What follows belongs to an exercise in optimizing a design on an open flow for small area, a short achievable clock period and few clock cycles; a production flow would make more cautious choices. In this exercise RTL edits were held to simulation tests only and were not proved equivalent to the original. Power is estimated from default activity; no workload was simulated.

## flow/config.mk

```make
export PLATFORM = sky130hd
export DESIGN_NAME = periodic_task_tick_scheduler
export DESIGN_NICKNAME = periodic_task_tick_scheduler
export VERILOG_FILES = /design/flow/design.v
export SDC_FILE = /design/flow/constraint.sdc
export NUM_CORES = 4
export LEC_CHECK = 0
export ABC_AREA = 1
export CAP_MARGIN = 20
export CORE_MARGIN = 2
export CORE_UTILIZATION = 40
export SLEW_MARGIN = 20
```

## flow/constraint.sdc

```tcl
create_clock -name core_clock -period 16.0 [get_ports {clock}]
set_input_delay 3.2000 -clock core_clock [delete_from_list [all_inputs] [get_ports {clock}]]
set_output_delay 3.2000 -clock core_clock [all_outputs]
set_load 0.01 [all_outputs]
```

## flow/design.v

```verilog
package ptts_pkg;
   localparam int SLOTS = 64;
   function automatic logic [63:0] lowest64(input logic [63:0] x);
      logic [63:0] p;
      p = x;
      p = p | {p[62:0], 1'b0};
      p = p | {p[61:0], 2'b0};
      p = p | {p[59:0], 4'b0};
      p = p | {p[55:0], 8'b0};
      p = p | {p[47:0], 16'b0};
      p = p | {p[31:0], 32'b0};
      lowest64 = x & ~{p[62:0], 1'b0};
   endfunction
   function automatic logic [5:0] enc64(input logic [63:0] oh);
      logic [5:0] r;
      r = '0;
      for (int i = 0; i < 64; i++) begin
         if (oh[i]) r = r | 6'(i);
      end
      enc64 = r;
   endfunction
   function automatic logic [7:0] mod_step(input logic [7:0] r, input logic t,
                                           input logic [7:0] p);
      logic [8:0] s, b, g, k, bin, d;
      s = {r, t};
      b = {1'b0, p};
      g = ~s & b;           
      k = ~s | b;           
      for (int w = 1; w < 9; w = w * 2) begin
         for (int i = 8; i >= w; i--) begin
            g[i] = g[i] | (k[i] & g[i-w]);
            k[i] = k[i] & k[i-w];
         end
      end
      bin = {g[7:0], 1'b0};
      d   = s ^ (b ^ bin);
      mod_step = g[8] ? s[7:0] : d[7:0];
   endfunction
   function automatic logic [15:0] inc16(input logic [15:0] a);
      logic [15:0] g;
      g = a;
      for (int w = 1; w < 16; w = w * 2) begin
         for (int i = 15; i >= w; i--) g[i] = g[i] & g[i-w];
      end
      inc16 = a ^ {g[14:0], 1'b1};
   endfunction
   function automatic logic [15:0] dec16(input logic [15:0] a);
      logic [15:0] g;
      g = ~a;
      for (int w = 1; w < 16; w = w * 2) begin
         for (int i = 15; i >= w; i--) g[i] = g[i] & g[i-w];
      end
      dec16 = a ^ {g[14:0], 1'b1};
   endfunction
endpackage
module periodic_task_tick_scheduler #(
   parameter int SLOT_COUNT = 64,
   parameter int TICK_WIDTH = 12
) (
   input  logic        clock,
   input  logic        reset,
   input  logic        req_valid,
   output logic        req_ready,
   input  logic [1:0]  req_mode,
   input  logic [5:0]  req_slot_id,
   input  logic [7:0]  req_period,
   input  logic [15:0] req_repeat_count,
   output logic        rsp_valid,
   input  logic        rsp_ready,
   output logic [5:0]  rsp_fired_slot,
   output logic [15:0] rsp_run_index,
   output logic        rsp_expired,
   output logic        rsp_last
);
   localparam logic [1:0] M_TICK = 2'd0;
   localparam logic [1:0] M_ARM  = 2'd1;
   localparam logic [1:0] M_FREE = 2'd2;
   logic [31:0] qh, qs;           
   logic [1:0]  qcnt;
   logic        q_ready;
   logic        q_push, q_pop;
   logic        adv;              
   assign req_ready = q_ready;
   assign q_push    = req_valid && q_ready;
   assign q_pop     = adv && (qcnt != 2'd0);
   always_ff @(posedge clock) begin
      if (reset) begin
         qcnt    <= 2'd0;
         q_ready <= 1'b1;
      end else begin
         case ({q_push, q_pop})
            2'b10:   begin qcnt <= qcnt + 2'd1; q_ready <= (qcnt == 2'd0); end
            2'b01:   begin qcnt <= qcnt - 2'd1; q_ready <= 1'b1; end
            default: ;
         endcase
      end
   end
   always_ff @(posedge clock) begin
      if (q_push && (qcnt == 2'd0 || (qcnt == 2'd1 && q_pop))) begin
         qh <= {req_mode, req_slot_id, req_period, req_repeat_count};
      end else if (q_pop) begin
         qh <= qs;
      end
      if (q_push) begin
         qs <= {req_mode, req_slot_id, req_period, req_repeat_count};
      end
   end
   logic [TICK_WIDTH-1:0] tcount;
   wire  [1:0]  h_mode   = qh[31:30];
   wire  [5:0]  h_slot   = qh[29:24];
   wire  [7:0]  h_period = qh[23:16];
   wire  [15:0] h_rep    = qh[15:0];
   always_ff @(posedge clock) begin
      if (reset) begin
         tcount <= '0;
      end else if (q_pop && h_mode == M_TICK) begin
         tcount <= tcount + 1'b1;
      end
   end
   logic        s1_v, s2_v, s3_v, s4_v;
   logic [1:0]  s1_mode, s2_mode, s3_mode, s4_mode;
   logic [5:0]  s1_slot, s2_slot, s3_slot, s4_slot;
   logic [7:0]  s1_period, s2_period, s3_period, s4_period;
   logic [15:0] s1_rep, s2_rep, s3_rep, s4_rep;
   logic        s1_wrap, s2_wrap, s3_wrap, s4_wrap;
   logic [7:0]  s1_r, s2_r, s3_r, s4_c;
   logic [7:0]  s1_t;
   logic [4:0]  s2_t;
   logic [1:0]  s3_t;
   logic [7:0]  r1, r2, r3, r4;
   always_comb begin
      r1 = '0;
      for (int i = 11; i >= 8; i--) r1 = ptts_pkg::mod_step(r1, tcount[i], h_period);
      r2 = s1_r;
      for (int i = 7; i >= 5; i--) r2 = ptts_pkg::mod_step(r2, s1_t[i], s1_period);
      r3 = s2_r;
      for (int i = 4; i >= 2; i--) r3 = ptts_pkg::mod_step(r3, s2_t[i], s2_period);
      r4 = s3_r;
      for (int i = 1; i >= 0; i--) r4 = ptts_pkg::mod_step(r4, s3_t[i], s3_period);
   end
   always_ff @(posedge clock) begin
      if (reset) begin
         s1_v <= 1'b0;
         s2_v <= 1'b0;
         s3_v <= 1'b0;
         s4_v <= 1'b0;
      end else if (adv) begin
         s1_v <= (qcnt != 2'd0);
         s2_v <= s1_v;
         s3_v <= s2_v;
         s4_v <= s3_v;
      end
   end
   always_ff @(posedge clock) begin
      if (adv) begin
         s1_mode   <= h_mode;
         s1_slot   <= h_slot;
         s1_period <= h_period;
         s1_rep    <= h_rep;
         s1_wrap   <= (tcount == '1);
         s1_r      <= r1;
         s1_t      <= tcount[7:0];
         s2_mode   <= s1_mode;
         s2_slot   <= s1_slot;
         s2_period <= s1_period;
         s2_rep    <= s1_rep;
         s2_wrap   <= s1_wrap;
         s2_r      <= r2;
         s2_t      <= s1_t[4:0];
         s3_mode   <= s2_mode;
         s3_slot   <= s2_slot;
         s3_period <= s2_period;
         s3_rep    <= s2_rep;
         s3_wrap   <= s2_wrap;
         s3_r      <= r3;
         s3_t      <= s2_t[1:0];
         s4_mode   <= s3_mode;
         s4_slot   <= s3_slot;
         s4_period <= s3_period;
         s4_rep    <= s3_rep;
         s4_wrap   <= s3_wrap;
         s4_c      <= s3_period - r4;
      end
   end
   logic [63:0] armed;
   logic [7:0]  period [0:63];
   logic [7:0]  cnt    [0:63];    
   logic [15:0] runs   [0:63];
   logic [15:0] rem    [0:63];
   logic [63:0] bsel, pend;
   logic        o_space;          
   logic        bv_ff, pany_ff, busy_ff;
   logic [63:0] p_live, fire, slot_oh;
   logic        b_live, p_any;
   logic        is_tick, is_arm, is_free;
   logic        tick_go, arm_go, free_go, s4_go;
   logic        serve, push, b_done;
   always_comb begin
      p_live = pend & armed;
      p_any  = |p_live;
      b_live = |(bsel & armed);
      for (int s = 0; s < 64; s++) begin
         slot_oh[s] = (s4_slot == 6'(s));
         fire[s]    = (cnt[s] == 8'd1) || s4_wrap;
      end
      is_tick = s4_v && (s4_mode == M_TICK);
      is_arm  = s4_v && (s4_mode == M_ARM);
      is_free = s4_v && (s4_mode == M_FREE);
      tick_go = is_tick && !pany_ff && (!bv_ff || o_space);
      arm_go  = is_arm && !busy_ff;
      free_go = is_free && !busy_ff;
      s4_go   = tick_go || arm_go || free_go || (s4_v && s4_mode == 2'd3);
      adv     = !s4_v || s4_go;
      serve  = bv_ff && o_space && !arm_go;
      push   = serve && b_live;
      b_done = !bv_ff || serve;
   end
   logic [15:0] rd_runs, rd_rem;
   logic [5:0]  b_idx;
   logic        rd_forever, rd_expired, b_last;
   always_comb begin
      rd_runs = '0;
      rd_rem  = '0;
      for (int s = 0; s < 64; s++) begin
         rd_runs = rd_runs | (runs[s] & {16{bsel[s]}});
         rd_rem  = rd_rem  | (rem[s]  & {16{bsel[s]}});
      end
      b_idx      = ptts_pkg::enc64(bsel);
      rd_forever = (rd_rem == 16'hFFFF);
      rd_expired = !rd_forever && (rd_rem[15] || rd_rem[14:1] == 14'd0);
      b_last     = !p_any;
   end
   logic [15:0] w_runs, w_rem;
   logic [7:0]  arm_cnt;
   always_comb begin
      if (arm_go) begin
         w_runs = '0;
         w_rem  = s4_rep;
      end else begin
         w_runs = ptts_pkg::inc16(rd_runs);
         w_rem  = rd_forever ? rd_rem : ptts_pkg::dec16(rd_rem);
      end
      arm_cnt = s4_c;
   end
   always_ff @(posedge clock) begin
      for (int s = 0; s < 64; s++) begin
         if ((arm_go && slot_oh[s]) || (serve && bsel[s])) begin
            runs[s] <= w_runs;
            rem[s]  <= w_rem;
         end
         if (arm_go && slot_oh[s]) begin
            period[s] <= s4_period;
            cnt[s]    <= arm_cnt;
         end else if (tick_go) begin
            cnt[s]    <= fire[s] ? period[s] : cnt[s] - 8'd1;
         end
      end
   end
   always_ff @(posedge clock) begin
      if (reset) begin
         armed <= '0;
      end else begin
         for (int s = 0; s < 64; s++) begin
            if (arm_go && slot_oh[s]) begin
               armed[s] <= (s4_period != 8'd0);
            end else if ((free_go && slot_oh[s]) || (serve && bsel[s] && rd_expired)) begin
               armed[s] <= 1'b0;
            end
         end
      end
   end
   logic [63:0] low_f, low_p, f_live, cand, busy_vec, next_oh;
   logic [5:0]  next_slot;
   always_comb begin
      f_live = fire & armed;
      low_f  = ptts_pkg::lowest64(f_live);
      low_p  = ptts_pkg::lowest64(p_live);
      if (tick_go)     busy_vec = f_live;
      else if (b_done) busy_vec = p_live;
      else             busy_vec = (pend | bsel) & armed;
      next_slot = adv ? s3_slot : s4_slot;
      for (int s = 0; s < 64; s++) next_oh[s] = (next_slot == 6'(s));
   end
   always_ff @(posedge clock) begin
      if (reset) begin
         bv_ff   <= 1'b0;
         pany_ff <= 1'b0;
         busy_ff <= 1'b0;
      end else begin
         if (tick_go) begin
            bv_ff   <= |f_live;
            pany_ff <= |(f_live & ~low_f);
         end else if (b_done) begin
            bv_ff   <= |p_live;
            pany_ff <= |(p_live & ~low_p);
         end
         busy_ff <= |(busy_vec & next_oh);
      end
   end
   always_ff @(posedge clock) begin
      if (tick_go) begin
         bsel <= low_f;
         pend <= f_live & ~low_f;
      end else if (b_done) begin
         bsel <= low_p;
         pend <= p_live & ~low_p & ~(arm_go ? slot_oh : 64'd0);
      end else if (arm_go) begin
         bsel <= bsel & ~slot_oh;
         pend <= pend & ~slot_oh;
      end
   end
   logic [23:0] oh_q, os_q;       
   logic [1:0]  ocnt;
   logic        o_pop;
   logic        o_valid;
   wire  [23:0] o_in = {b_idx, rd_runs, rd_expired, b_last};
   logic        do_beat;
   assign do_beat = push;
   assign o_pop = o_valid && rsp_ready;
   always_ff @(posedge clock) begin
      if (reset) begin
         ocnt    <= 2'd0;
         o_space <= 1'b1;
         o_valid <= 1'b0;
      end else begin
         case ({do_beat, o_pop})
            2'b10:   begin ocnt <= ocnt + 2'd1; o_space <= (ocnt == 2'd0); o_valid <= 1'b1; end
            2'b01:   begin ocnt <= ocnt - 2'd1; o_space <= 1'b1; o_valid <= (ocnt == 2'd2); end
            default: ;
         endcase
      end
   end
   always_ff @(posedge clock) begin
      if (do_beat && (ocnt == 2'd0 || (ocnt == 2'd1 && o_pop))) begin
         oh_q <= o_in;
      end else if (o_pop) begin
         oh_q <= os_q;
      end
      if (do_beat) begin
         os_q <= o_in;
      end
   end
   assign rsp_valid      = o_valid;
   assign rsp_fired_slot = oh_q[23:18];
   assign rsp_run_index  = oh_q[17:2];
   assign rsp_expired    = oh_q[1];
   assign rsp_last       = oh_q[0];
endmodule
```

## flow/run.sh

```bash
#!/bin/bash
# synth_recipe.tcl (not shown) runs the flow's synth.tcl, then flattens the netlist and writes it again
# the make line also repeats each setting of config.mk as NAME=value (left out here)
make -C /OpenROAD-flow-scripts/flow DESIGN_CONFIG=/design/flow/config.mk WORK_HOME=/design/flow/orfs CLKGATE_MAP_FILE= SYNTH_SCRIPT=/design/flow/synth_recipe.tcl finish
```

==> results of run 1 <==
## per-stage QoR
stage	worst slack, ns	cells	utilization [%]	hold slack (ns)	area [um^2]
floorplan	9.90	13793	-	0.400	157000
global placement	9.86	18837	42.4	0.400	166000
detailed placement	9.85	18842	42.4	0.405	166000
CTS	10.40	19513	45.4	0.413	178000
global route	9.96	19517	45.4	0.420	178000
finish	10.16	19526	45.5	0.412	178000
## where the power goes
part | switching [mW] | leakage (nW) | internal, mW
Clock | 3.80 | 5.78 | 4.86
Sequential | 0.316 | 32.9 | 11.2
Combinational | 3.35 | 24.9 | 1.10
## kinds of logic after synthesis
logic type	share of synthesized area, %
fa+ha+maj	1.42
flops	67.7
compound gates	9.58
buf+inv	3.64
xor+xnor	1.89
mux	0.229
simple gates	15.6
## cells in the mapped netlist (all sizes together), types with 35 or more instances
cell    instances  share of area [%]
nor3          254               0.81
xnor2         146               0.81
a221oi         94               0.52
a21boi         65               0.31
edfxtp       3485                 66
dfxtp          96                1.2
o31ai          36               0.17
nand4         482                1.9
a21oi         467                1.5
a22o          203                1.1
nand3         437                1.5
inv           927                2.2
o21ai         996                3.2
a22oi          35               0.17
clkbuf        479                1.1
o22ai         102               0.41
xor2          194                1.1
nor2          846                2.1
buf            93               0.25
ha            159                1.3
nor4          119               0.48
o221ai         49               0.27
o211ai        293                1.4
or2            43               0.17
nand2        3456                8.3
## sequential cells by signal (all words and copies together) (netlist names), 12 cells and up
signal / count
rem: 1024
runs: 1024
cnt: 512
period: 512
armed: 64
bsel: 64
pend: 64
qh: 32
qs: 32
oh_q: 24
os_q: 24
s1_rep: 16
s2_rep: 16
s3_rep: 16
s4_rep: 16
tcount: 12
## worst register-to-register path, delay by kind of cell (launching register included)
family | cells | cell delay (ns)
flip-flops | 1 | 0.41
AND/OR/NAND/NOR | 15 | 4.05
buffers and inverters | 4 | 1.26
## final cells by class
class / instances / share of cell area (%)
repair buffers: 403 / 1.94
multi-input cells: 8695 / 25.9
clock buffers: 461 / 5.49
diodes: 11 / 0.0154
flip-flops and latches: 3581 / 59.8
well taps: 5220 / 3.66
clock inverters: 210 / 1.19
inverters: 945 / 2.01
## final timing paths
kind,startpoint,endpoint,slack (ns),cells past startpoint
worst max-delay path,s4_wrap,pany_ff,10.16,19
worst min-delay path,s2_rep[3],s3_rep[3],0.41,0
worst max register to register,s4_wrap,pany_ff,10.16,19
worst min register to register,s2_rep[3],s3_rep[3],0.41,0
## routing by layer
| metal | vias to the layer above | global-route usage, % | part of all wire (%) |
|---|---|---|---|
| li1 | 50146 | - | - |
| met1 | 57582 | 41.1 | 39 |
| met2 | 7957 | 43.8 | 42 |
| met3 | 1601 | 6.27 | 13 |
| met4 | 16 | 14.8 | 6.0 |
| met5 | - | 0.133 | 0.028 |
==> reports/summary.txt, run 1 <==
GLOBAL ROUTING
---------------------------------------------------------------------------------
Global-route wire length before repair                                     833 mm
Antenna violations before repair                                               29
GRT Overall Usage                                                           29.5%
Global route total overflow                                                     0
Number of global-route vias before repair                                  106930
Largest net degree at the start of global routing                             103

FINAL LAYOUT
---------------------------------------------------------------------------------
Ratio of cells with drive above 1 in the final layout                       8.23%
Total of fill cells in the finished design                                  35455
Area taken by flip-flops and latches                                  107000 um^2
Layout overhead on the synthesized area                                     13.2%
Highest-count cells in the layout ignoring fill and taps             sky130_fd_sc_hd__edfxtp_1, sky130_fd_sc_hd__nand2_1, sky130_fd_sc_hd__o21ai_0, sky130_fd_sc_hd__inv_1, sky130_fd_sc_hd__nor2_1
Most common cell after layout, fill and taps aside                   sky130_fd_sc_hd__edfxtp_1
Count of nets after finishing                                               14207
Multi-input gate area in the final layout                              46200 um^2

STA
---------------------------------------------------------------------------------
Pins over their slew limit                                                      0
Final hold vios                                                                 0
Unrepaired setup endpoints after global routing                             false
Max-Slew Margin vs Limit                                                    14.8%
Final critical-path share of the clock period                               36.5%
Slew of the pin with the lowest slew margin                               1.27 ns
Max Clk Rate                                                              171 MHz
Final clock skew                                                         0.110 ns
Count of endpoints failing setup in the final report                            0
Shortest clock period the worst path allows after layout                  5.84 ns
Total Negative Setup Slacks                                                  0 ns

CRITICAL PATH
---------------------------------------------------------------------------------
Crit path max-delay cell type                                        sky130_fd_sc_hd__nor3_1
Crit Path Max Fanout                                                           25
Crit path required time                                                  16.88 ns
Startpoint kind of the worst setup timing path                           register
Critical Path, Cell by Cell                                          inv_4 > buf_4 > nand2_1 > nand2_1 > nand3_1 > nor2_2 > nand4_1 > inv_1 > nand2_1 > nor2_2 > nor2_1 > nor3_1 > nand2_1 > nor3_1 > nand3_1 > nand2_1 > nand3_1 > nand2_1 > inv_1
Most used cell along the critical path                               sky130_fd_sc_hd__nand2_1
Kind of end point of the critical path                                   register
Data arrival time of the critical path                                    6.72 ns
Largest stage delay on the critical path                                  0.69 ns
Setup Crit Path Kind                                                   reg -> reg
Number of buffer and inverter instances along the worst setup path              4
Gate family responsible for the most delay along the worst path      simple AND/OR/NAND/NOR gates

DRT
---------------------------------------------------------------------------------
Average wire per standard cell                                            31.0 um
DR iter-0 viols                                                             19551
Via total after detailed routing                                           117302
Post-detailed-route via-to-cell ratio                                        6.01
Number of optimization iterations in the first detailed-route pass              8
Drt total wl                                                               606 mm
Remaining design rule violation count                                           0
Antenna-violating nets left                                                     0

FLOORPLAN
---------------------------------------------------------------------------------
Horizontal die dimension                                                   631 um
# IOs                                                                          62
Overall die height                                                         631 um
Cell Rows                                                                     230
Initial core utilization                                                    40.1%
Standard cell core area                                               392000 um^2
Die area                                                              399000 um^2

CTS
---------------------------------------------------------------------------------
TritonCTS sink count                                                         3581
Number of buffers added by the clock tree synthesis step                      374
Clock Pin Slew Worst Setup and Hold Paths                                 0.06 ns
Hold-fix buffers, CTS                                                           0
Maximum buffer depth of the clock tree                                          4
TritonCTS clock tree                                                          yes
Clock network latency to the later pin of the worst-skew pair             1.05 ns
Post-CTS setup buffer count                                                     0
Number of levels the H-tree was split into                                      5
Master cell of the clock root buffer                                 sky130_fd_sc_hd__clkbuf_16
# resized after CTS                                                             0

YOSYS
---------------------------------------------------------------------------------
Post-synthesis instance area                                          157000 um^2
Synthesized area per cell                                               11.4 um^2
Number of enable-type register cells in the synthesized netlist              3485
Post-synth net total                                                        14000
Warnings from Yosys                                                             5
Ys flop type                                                         sky130_fd_sc_hd__edfxtp_1
Async set or reset register ratio after synthesis                              0%
Count of different cell masters after synthesis                                67
#FFs+latches synth                                                           3581
Synthesized instance count                                                  13793
Sequential element share of the synthesized area                            67.7%

MIN PATH
---------------------------------------------------------------------------------
Path class of the lowest-slack min-delay path                          reg -> reg

PWR
---------------------------------------------------------------------------------
Final Power                                                               24.6 mW
PD cells                                                              138 nW/um^2
Leakage power summed over all cells                                       63.6 nW
Peak supply drop                                                         0.128 mV

RUN
---------------------------------------------------------------------------------
Maxcap violations                                                               0

PLACEMENT
---------------------------------------------------------------------------------
Quantity of I/O buffers inserted on ports                                      61
RePlAce Congestion                                                           1.04
Post-detailed-placement half-perimeter wirelength                          363 mm

STATUS
---------------------------------------------------------------------------------
Run status                                                           complete, no violations

Testbench counts, summed over its fixed seeds: cycles 4,321.
==> run 2, diff against run 1 <==
--- a/flow/design.v
+++ b/flow/design.v
@@ -11,6 +11,18 @@
       p = p | {p[31:0], 32'b0};
       lowest64 = x & ~{p[62:0], 1'b0};
    endfunction
+   function automatic logic two64(input logic [63:0] x);
+      logic [63:0] a, t;
+      a = x;
+      t = '0;
+      for (int w = 1; w < 64; w = w * 2) begin
+         for (int i = 0; i < 64; i = i + 2 * w) begin
+            t[i] = t[i] | t[i+w] | (a[i] & a[i+w]);
+            a[i] = a[i] | a[i+w];
+         end
+      end
+      two64 = t[0];
+   endfunction
    function automatic logic [5:0] enc64(input logic [63:0] oh);
       logic [5:0] r;
       r = '0;
@@ -289,10 +301,10 @@
       end else begin
          if (tick_go) begin
             bv_ff   <= |f_live;
-            pany_ff <= |(f_live & ~low_f);
+            pany_ff <= ptts_pkg::two64(f_live);
          end else if (b_done) begin
             bv_ff   <= |p_live;
-            pany_ff <= |(p_live & ~low_p);
+            pany_ff <= ptts_pkg::two64(p_live);
          end
          busy_ff <= |(busy_vec & next_oh);
       end
@@ -331,12 +343,12 @@
       end
    end
    always_ff @(posedge clock) begin
-      if (do_beat && (ocnt == 2'd0 || (ocnt == 2'd1 && o_pop))) begin
+      if (serve && (ocnt == 2'd0 || o_pop)) begin
          oh_q <= o_in;
       end else if (o_pop) begin
          oh_q <= os_q;
       end
-      if (do_beat) begin
+      if (serve) begin
          os_q <= o_in;
       end
    end
==> flow/flow/run.sh (new file) <==
#!/bin/bash
# Layout flow: the standard flow (standard.sh) with all its steps and
# settings, except that timing repair aims for 11 ns of setup slack instead
# of 0, so that it sizes and buffers the paths that set the achieved period.
# The clock period and constraints are the design's, unchanged.
# make's output goes to standard.log; each ORFS step logs to orfs/logs/.
set -uo pipefail
bash standard.sh SETUP_SLACK_MARGIN=11 finish > standard.log 2>&1
==> flow/standard.sh (new file) <==
#!/bin/bash
# synth_recipe.tcl (not shown) runs the flow's synth.tcl, then flattens the netlist and writes it again
# the make line also repeats each setting of config.mk as NAME=value (left out here)
make -C /OpenROAD-flow-scripts/flow DESIGN_CONFIG=/design/flow/config.mk WORK_HOME=/design/flow/orfs CLKGATE_MAP_FILE= SYNTH_SCRIPT=/design/flow/synth_recipe.tcl "${@:-finish}"
--- a/flow/config.mk
+++ b/flow/config.mk
@@ -8,5 +8,8 @@
 export ABC_AREA = 1
 export CAP_MARGIN = 20
 export CORE_MARGIN = 2
-export CORE_UTILIZATION = 40
+export CORE_UTILIZATION = 65
+export CTS_CLUSTER_DIAMETER = 80
+export CTS_CLUSTER_SIZE = 30
+export PLACE_DENSITY = 0.75
 export SLEW_MARGIN = 20
removed: flow/run.sh
==> run 2 against run 1 <==
Non-clock buffer count up 17. First-iteration DRC count up 11%. Critical path depth down 2. Area after synthesis down 0.35%. Global-route usage up 15 points. Sequential share of layout area up 3.4 points. Sequential cell count unchanged. Count of clock-buffer cells in the layout down 285. Clock power down 41%. Cell area down 5.3%. Die area down 38%. Clock skew down 0.025 ns. Largest cell class unchanged. Largest power group unchanged.
==> reports/summary.txt, run 2 <==
STATUS
---------------------------------------------------------------------------------
Run status                                                           complete, no violations

DRT
---------------------------------------------------------------------------------
Via total after detailed routing                                           118928   +1.4%
Remaining design rule violation count                                           0   unchanged
Number of optimization iterations in the first detailed-route pass             12   +4
Average wire per standard cell                                            33.0 um   +6.4%
Post-detailed-route via-to-cell ratio                                        7.01   +17%
Antenna-violating nets left                                                     0   unchanged
DR iter-0 viols                                                             21755   +11%
Drt total wl                                                               560 mm   -7.6%

FLOORPLAN
---------------------------------------------------------------------------------
Initial core utilization                                                    65.3%   +25 points
Overall die height                                                         495 um   -22%
# IOs                                                                          62   unchanged
Die area                                                              245000 um^2   -38%
Cell Rows                                                                     180   -22%
Horizontal die dimension                                                   495 um   -22%
Standard cell core area                                               240000 um^2   -39%

YOSYS
---------------------------------------------------------------------------------
Most frequently used cell type in the post-synthesis netlist         sky130_fd_sc_hd__edfxtp_1
Ranking of synthesized cells by instance count                       sky130_fd_sc_hd__edfxtp_1, sky130_fd_sc_hd__nand2_1, sky130_fd_sc_hd__o21ai_0
Warnings from Yosys                                                             5   unchanged
Sequential element share of the synthesized area                            67.9%   +0.24 points
Synthesized area per cell                                               11.5 um^2   +0.70%
#FFs+latches synth                                                           3581   unchanged
Number of enable-type register cells in the synthesized netlist              3485   unchanged
Async set or reset register ratio after synthesis                              0%   unchanged
Count of different cell masters after synthesis                                74   +10%
Post-synth top area cell                                             sky130_fd_sc_hd__edfxtp_1
Post-synth net total                                                        13853   -1.1%
Area share of the largest cell type after synthesis                         66.7%   +0.23 points
Top post-synthesis cells by area                                     sky130_fd_sc_hd__edfxtp_1, sky130_fd_sc_hd__nand2_1, sky130_fd_sc_hd__o21ai_0, sky130_fd_sc_hd__nor2_1, sky130_fd_sc_hd__inv_1
Ys flop type                                                         sky130_fd_sc_hd__edfxtp_1
Post-synthesis instance area                                          157000 um^2   -0.35%
Synthesized instance count                                                  13649   -1.0%

GLOBAL ROUTING
---------------------------------------------------------------------------------
Global route total overflow                                                     0   unchanged
GR Util met2                                                                65.2%   +21 points
Number of global-route vias before repair                                  108856   +1.8%
Antenna violations before repair                                               27   -6.9%
Layer carrying the most global-route usage                                   met2
Met3 Use GR                                                                 15.2%   +8.9 points
Global-route wire length before repair                                     777 mm   -6.7%
Met1 Usage GRT                                                              58.4%   +17 points
Largest net degree at the start of global routing                              90   -13%
GRT Overall Usage                                                           44.9%   +15 points

CTS
---------------------------------------------------------------------------------
Master cell of the clock root buffer                                 sky130_fd_sc_hd__clkbuf_16
Clock Pin Slew Worst Setup and Hold Paths                                 0.10 ns   +0.04 ns
TritonCTS sink count                                                         3581   unchanged
TritonCTS clock tree                                                          yes
Clock network latency to the later pin of the worst-skew pair             0.95 ns   -0.10 ns
Number of levels the H-tree was split into                                      4   -1
Hold-fix buffers, CTS                                                           0   unchanged
Maximum buffer depth of the clock tree                                          3   -1
Number of buffers added by the clock tree synthesis step                      159   -57%

STA
---------------------------------------------------------------------------------
Pins over their slew limit                                                      0   unchanged
Shortest clock period the worst path allows after layout                  4.95 ns   -0.893 ns
Slew of the pin with the lowest slew margin                               1.33 ns   +0.0632 ns
Final Worst Setup Slack                                                  11.05 ns   +0.893 ns
Max-Slew Margin vs Limit                                                    11.3%   -3.4 points
Max Clk Rate                                                              202 MHz   +18%
Total Negative Setup Slacks                                                  0 ns   unchanged
Count of endpoints failing setup in the final report                            0   unchanged
Final clock skew                                                        0.0849 ns   -0.0252 ns
Hold_ws                                                                  0.427 ns   +0.0156 ns
Final critical-path share of the clock period                               30.9%   -5.6 points
Unrepaired setup endpoints after global routing                              true
Final hold vios                                                                 0   unchanged

PWR
---------------------------------------------------------------------------------
Relative contribution of the clock network to total power                   18.2%   -17 points
Pint                                                                      17.7 mW   +3.0%
Logic pwr share                                                             30.7%   +13 points
Leakage power summed over all cells                                       59.4 nW   -6.6%
Reported net switching power                                              10.1 mW   +36%
Net Sw Frac                                                                 36.4%   +6.1 points
Peak supply drop                                                         0.321 mV   +150%
PD cells                                                              165 nW/um^2   +19%
Sequential group share of total power                                       51.1%   +4.3 points

PLACEMENT
---------------------------------------------------------------------------------
Post-detailed-placement half-perimeter wirelength                          332 mm   -8.4%
RePlAce Congestion                                                           1.04   -0.21%
Pre-CTS WS                                                                8.95 ns   -0.896 ns
Quantity of I/O buffers inserted on ports                                      61   unchanged
Placed Cells incl. Taps                                                     16672   -12%

CRITICAL PATH
---------------------------------------------------------------------------------
Number of cells on the worst reg-to-reg path                                   17   -2
Crit Path Max Fanout                                                           25   unchanged
Setup Crit Path Kind                                                   reg -> reg
Crit path required time                                                  16.77 ns   -0.11 ns
Timing startpoint of the critical path                                 s4_mode[1]
FF-to-FF setup slack                                                     11.05 ns   +0.89 ns
Worst r2r dst                                                             busy_ff
Data arrival time of the critical path                                    5.71 ns   -1.01 ns
Kind of end point of the critical path                                   register
Startpoint kind of the worst setup timing path                           register
Worst R2R Start                                                        s4_mode[1]

FINAL LAYOUT
---------------------------------------------------------------------------------
Finished Core Util                                                          70.2%   +25 points
Ratio of cells with drive above 1 in the final layout                       6.76%   -1.5 points
Layout overhead on the synthesized area                                     7.54%
Most common cell after layout, fill and taps aside                   sky130_fd_sc_hd__edfxtp_1
Biggest registers after layout                                       rem x1024, runs x1024
Multi-input gate area in the final layout                              46000 um^2   -0.50%
Count of nets after finishing                                               13868   -2.4%
Final Non-Filler Cells                                                      16957   -13%
Area taken by flip-flops and latches                                  107000 um^2   about the same
Total of fill cells in the finished design                                  16723   -53%
Highest-count cells in the layout ignoring fill and taps             sky130_fd_sc_hd__edfxtp_1, sky130_fd_sc_hd__nand2_1, sky130_fd_sc_hd__nor2_1, sky130_fd_sc_hd__o21ai_0, sky130_fd_sc_hd__inv_1

RUN
---------------------------------------------------------------------------------
Maxcap violations                                                               0   unchanged

MIN PATH
---------------------------------------------------------------------------------
Hold Crit Start                                                         s1_rep[7]
Path class of the lowest-slack min-delay path                          reg -> reg
Hold Crit Endpoint                                                      s2_rep[7]
Depth of the worst hold-timing path                                             0   unchanged

[run 2: cell types whose count changed in the layout (fill, tap and decap cells not counted), sizes merged, moves of 52 or more]
cell	before	now
a21boi	65	2
a21oi	467	415
clkbuf	461	176
clkinv	171	60
inv	944	891
nand2	3456	3332
nand3	437	495
nor2	846	941
o21ai	996	933
[run 2: power groups by stage]
stage | Sequential, mW | Clock (mW) | Combinational (mW)
3_5_place_dp | 14.4 | 0 | 8.13
3_3_place_gp | 14.4 | 0 | 7.85
6_report | 14.2 | 5.07 | 8.54
4_1_cts | 14.2 | 5.04 | 8.19
2_1_floorplan | 14.6 | 0 | 4.58
5_1_grt | 14.2 | 5.33 | 9.07
[run 2: stage by stage]
| step | power (mW) | instance area, um^2 |
|---|---|---|
| finish | 27.8 | 169000 |
| global route | 28.6 | 169000 |
| CTS | 27.4 | 168000 |
| detailed placement | 22.5 | 163000 |
| global placement | 22.2 | 163000 |
| floorplan | 19.2 | 157000 |
[run 2: how the worst max path moves through the flow]
stage / endpoint / cells past startpoint
after global placement: oh_q[2] / 6
final: busy_ff / 17
after global routing: s4_c[7] / 28
after detailed placement: oh_q[3] / 6
after CTS: busy_ff / 17
after floorplan: tcount[11] / 17
[run 2: area by class of cell]
| class | count | area share [%] |
|---|---|---|
| Sequential cell | 3581 | 63.2 |
| Multi-Input combinational cell | 8612 | 27.2 |
| Clock buffer | 176 | 2.41 |
| Tap cell | 3185 | 2.36 |
| Timing Repair Buffer | 420 | 2.15 |
| Inverter | 889 | 2.00 |
| Clock inverter | 71 | 0.635 |
| Antenna cell | 22 | 0.0326 |
| Timing Repair inverter | 1 | 0.00297 |
[run 2: what timing repair did]
item,CTS,global route
gates cloned,2,1
buffers inserted,8,4
resized for setup,51,52
endpoints found under the setup margin,316,389
pin swaps,1,2
[run 2: routing by layer]
| layer | wire, um | vias up | share of wire [%] |
|---|---|---|---|
| met5 | 371 | - | 0.066 |
| met4 | 45300 | 37 | 8.1 |
| met3 | 94900 | 2488 | 17 |
| met2 | 235000 | 10724 | 42 |
| met1 | 184000 | 56504 | 33 |
| li1 | - | 49175 | - |
[run 2: cell families after synthesis]
| family | after synthesis | share of synthesized area (%) |
|---|---|---|
| and+or+nand+nor | 5766 | 15.9 |
| xor gates and xnor gates | 334 | 1.86 |
| AOI/OAI and AO/OA | 2309 | 9.16 |
| buffers and inverters | 1458 | 3.55 |
| adders and majority gates | 168 | 1.40 |
| muxes | 33 | 0.236 |
| DFF | 3581 | 67.9 |
[run 2: critical path, stage by stage (launching register included)]
cell and delay (ns):
sky130_fd_sc_hd__edfxtp_1 0.39, sky130_fd_sc_hd__nor2_1 0.11, sky130_fd_sc_hd__inv_1 0.09, sky130_fd_sc_hd__nor3_4 0.44, sky130_fd_sc_hd__inv_6 0.33, sky130_fd_sc_hd__nand3_4 0.35, sky130_fd_sc_hd__inv_1 0.21, sky130_fd_sc_hd__or2_0 0.40
sky130_fd_sc_hd__o21ai_0 0.22, sky130_fd_sc_hd__inv_1 0.14, sky130_fd_sc_hd__nor2_1 0.33, sky130_fd_sc_hd__buf_4 0.44, sky130_fd_sc_hd__o21ai_0 0.35, sky130_fd_sc_hd__nand4_1 0.21, sky130_fd_sc_hd__nand2_1 0.10, sky130_fd_sc_hd__nand2_1 0.09
sky130_fd_sc_hd__o221ai_1 0.13, sky130_fd_sc_hd__a21oi_1 0.43
Testbench counts of run 2, summed over its fixed seeds: cycles 4,321.

-- port drivers added, routing unchanged --
No port has a modelled driver above. Below, the same layouts with a new extraction and two added sets of constraints. Step 1 assumes that a clkbuf_16 drives the clock port and a buf_2 every other input. Step 2 moves the port delays by t, midway between the first and last clock arrival at a register: inputs arrive t later, outputs are due t later. That takes back most of the time a late clock gives input paths. Three values: no drivers, after step 1, after step 2; two values: the first two.
| run | t, ns | setup slack, ns | cell pins on the clock port's net |
|---|---|---|---|
| run 1 | 1.098 | 10.161 / 10.161 / 9.910 | 1 |
| run 2 | 1.003 | 11.054 / 11.054 / 10.169 | 1 |
After both steps every run listed still meets setup and hold. The setup slack of run 2, which loses most, moves by 0.000 ns with the drivers and by -0.885 ns with both steps.
